From an optimization exercise on the open Yosys and OpenROAD flow, aimed at a short achievable clock period; shortcuts taken in it are not production practice.

==> module g_and4, before the edit <==
module g_and4  (input logic a, b, c, d, output logic y);          assign y = a & b & c & d;          endmodule
==> module g_nor4, before the edit <==
module g_nor4  (input logic a, b, c, d, output logic y);          assign y = ~(a | b | c | d);       endmodule
==> module res_mux, before the edit <==
module res_mux
(
  input  logic [8:0]       sel,     
  input  logic [8:0][9:0]  lo,
  input  logic [8:0]       co,      
  input  logic [8:0]       con,     
  input  logic [7:0][5:0]  ha,      
  input  logic [7:0][5:0]  hb,      
  input  logic [4:0]       bha,     
  input  logic [4:0]       bhb,
  input  logic             blo10,   
  input  logic [3:0][15:0] op7,     
  output logic [15:0]      y
);
  for (genvar k = 0; k < 10; k++)
  begin : g_lo
    logic n0, n1, n2, n3;
    g_aoi221 u_0 (.a1(sel[0]), .a2(lo[0][k]), .b1(sel[1]), .b2(lo[1][k]), .c(op7[0][k]), .y(n0));
    g_aoi221 u_1 (.a1(sel[2]), .a2(lo[2][k]), .b1(sel[3]), .b2(lo[3][k]), .c(op7[1][k]), .y(n1));
    g_aoi221 u_2 (.a1(sel[4]), .a2(lo[4][k]), .b1(sel[5]), .b2(lo[5][k]), .c(op7[2][k]), .y(n2));
    g_aoi221 u_3 (.a1(sel[7]), .a2(lo[7][k]), .b1(sel[8]), .b2(lo[8][k]), .c(op7[3][k]), .y(n3));
    g_nand4  u_y (.a(n0), .b(n1), .c(n2), .d(n3), .y(y[k]));
  end
  for (genvar k = 10; k < 16; k++)
  begin : g_hi
    logic [8:0] tn;
    logic q1, q2, en;
    for (genvar j = 0; j < 8; j++)
    begin : g_t
      g_aoi22 u_t (.a1(co[j]), .a2(ha[j][k-10]), .b1(con[j]), .b2(hb[j][k-10]), .y(tn[j]));
    end
    if (k == 10)
    begin : g_b10
      g_nand2 u_t8 (.a(sel[8]), .b(blo10), .y(tn[8]));
    end
    else
    begin : g_bhi
      g_aoi22 u_t8 (.a1(co[8]), .a2(bha[k-11]), .b1(con[8]), .b2(bhb[k-11]), .y(tn[8]));
    end
    g_and4  u_q1 (.a(tn[0]), .b(tn[1]), .c(tn[2]), .d(tn[3]), .y(q1));
    g_and4  u_q2 (.a(tn[4]), .b(tn[5]), .c(tn[6]), .d(tn[7]), .y(q2));
    g_nor4  u_en (.a(op7[0][k]), .b(op7[1][k]), .c(op7[2][k]), .d(op7[3][k]), .y(en));
    g_nand4 u_y  (.a(q1), .b(q2), .c(tn[8]), .d(en), .y(y[k]));
  end
endmodule
clock: 12.5 ns
lec_check: 0
abc_clock_period_in_ps: 2000
cap_margin: 20
core_margin: 2
core_utilization: 40
place_density: 0.6
slew_margin: 20
synth_hierarchical: 1
synth_minimum_keep_size: 0
tns_end_percent: 10
standard.sh (not shown) runs the stock make flow with config.mk's settings and CLKGATE_MAP_FILE= SYNTH_SCRIPT=/design/flow/synth_recipe.tcl, a recipe that flattens the netlist after the stock synthesis.
==> flow/flow/run.sh <==
#!/bin/bash
set -euo pipefail
export SETUP_SLACK_MARGIN=7.5
export BUFFER_PORTS_ARGS="-buffer_cell sky130_fd_sc_hd__buf_6"
bash standard.sh > standard.log 2>&1
Next try:
--- a/flow/design.v
+++ b/flow/design.v
@@ -62,6 +62,4 @@
 module g_ao21  (input logic a1, a2, b, output logic y);           assign y = (a1 & a2) | b;          endmodule
 module g_o21a  (input logic a1, a2, b, output logic y);           assign y = (a1 | a2) & b;          endmodule
-module g_and4  (input logic a, b, c, d, output logic y);          assign y = a & b & c & d;          endmodule
-module g_nor4  (input logic a, b, c, d, output logic y);          assign y = ~(a | b | c | d);       endmodule
 `timescale 1ns/100ps
 module add_ks10
@@ -293,5 +291,5 @@
   begin : g_hi
     logic [8:0] tn;
-    logic q1, q2, en;
+    logic p1, p2, p3, x1n, x2n, x3n;
     for (genvar j = 0; j < 8; j++)
     begin : g_t
@@ -306,8 +304,11 @@
       g_aoi22 u_t8 (.a1(co[8]), .a2(bha[k-11]), .b1(con[8]), .b2(bhb[k-11]), .y(tn[8]));
     end
-    g_and4  u_q1 (.a(tn[0]), .b(tn[1]), .c(tn[2]), .d(tn[3]), .y(q1));
-    g_and4  u_q2 (.a(tn[4]), .b(tn[5]), .c(tn[6]), .d(tn[7]), .y(q2));
-    g_nor4  u_en (.a(op7[0][k]), .b(op7[1][k]), .c(op7[2][k]), .d(op7[3][k]), .y(en));
-    g_nand4 u_y  (.a(q1), .b(q2), .c(tn[8]), .d(en), .y(y[k]));
+    g_nand3 u_p1 (.a(tn[0]), .b(tn[1]), .c(tn[2]), .y(p1));
+    g_nand3 u_p2 (.a(tn[3]), .b(tn[4]), .c(tn[5]), .y(p2));
+    g_nand3 u_p3 (.a(tn[6]), .b(tn[7]), .c(tn[8]), .y(p3));
+    g_nor3  u_x1 (.a(p1), .b(p2), .c(op7[0][k]), .y(x1n));
+    g_nor3  u_x2 (.a(p3), .b(op7[1][k]), .c(op7[2][k]), .y(x2n));
+    g_inv   u_x3 (.a(op7[3][k]), .y(x3n));
+    g_nand3 u_y  (.a(x1n), .b(x2n), .c(x3n), .y(y[k]));
   end
 endmodule
What happened: The new run ran to the end with no violations. Via count goes up slightly. Setup slack gets better by 22 ps. Fmax goes up slightly. Global-route usage goes up by 0.74 points. Wire length goes up slightly. Sequential share of layout area goes down by 0.45 points. Clock-buffer cell count goes up by 6.
No functional check of the RTL was part of any run of this note.

re-timing with driven ports:
No port has a modelled driver above. Below, the same layouts with a new extraction and two added sets of constraints.
Step 1 assumes that a clkbuf_16 drives the clock port and a buf_2 every other input.
Step 2 also shifts input and output timing later by t, the mid clock arrival at the registers, as if the neighbouring blocks saw the same clock.
a / b / c = ideal ports / drivers / drivers and shift; a / b = the first two.
run | t, ns | setup slack, ns | worst setup path at the end | cell pins on the clock port's net
the first run | 0.701 | 5.499 / 5.274 / 5.274 | input to output | 1
the second run | 0.697 | 5.521 / 5.260 / 5.260 | input to output | 1
After both steps setup and hold are still met in every run listed. For the second run, which loses most, drivers alone change the setup slack by -0.261 ns; drivers and shift together by -0.261 ns.
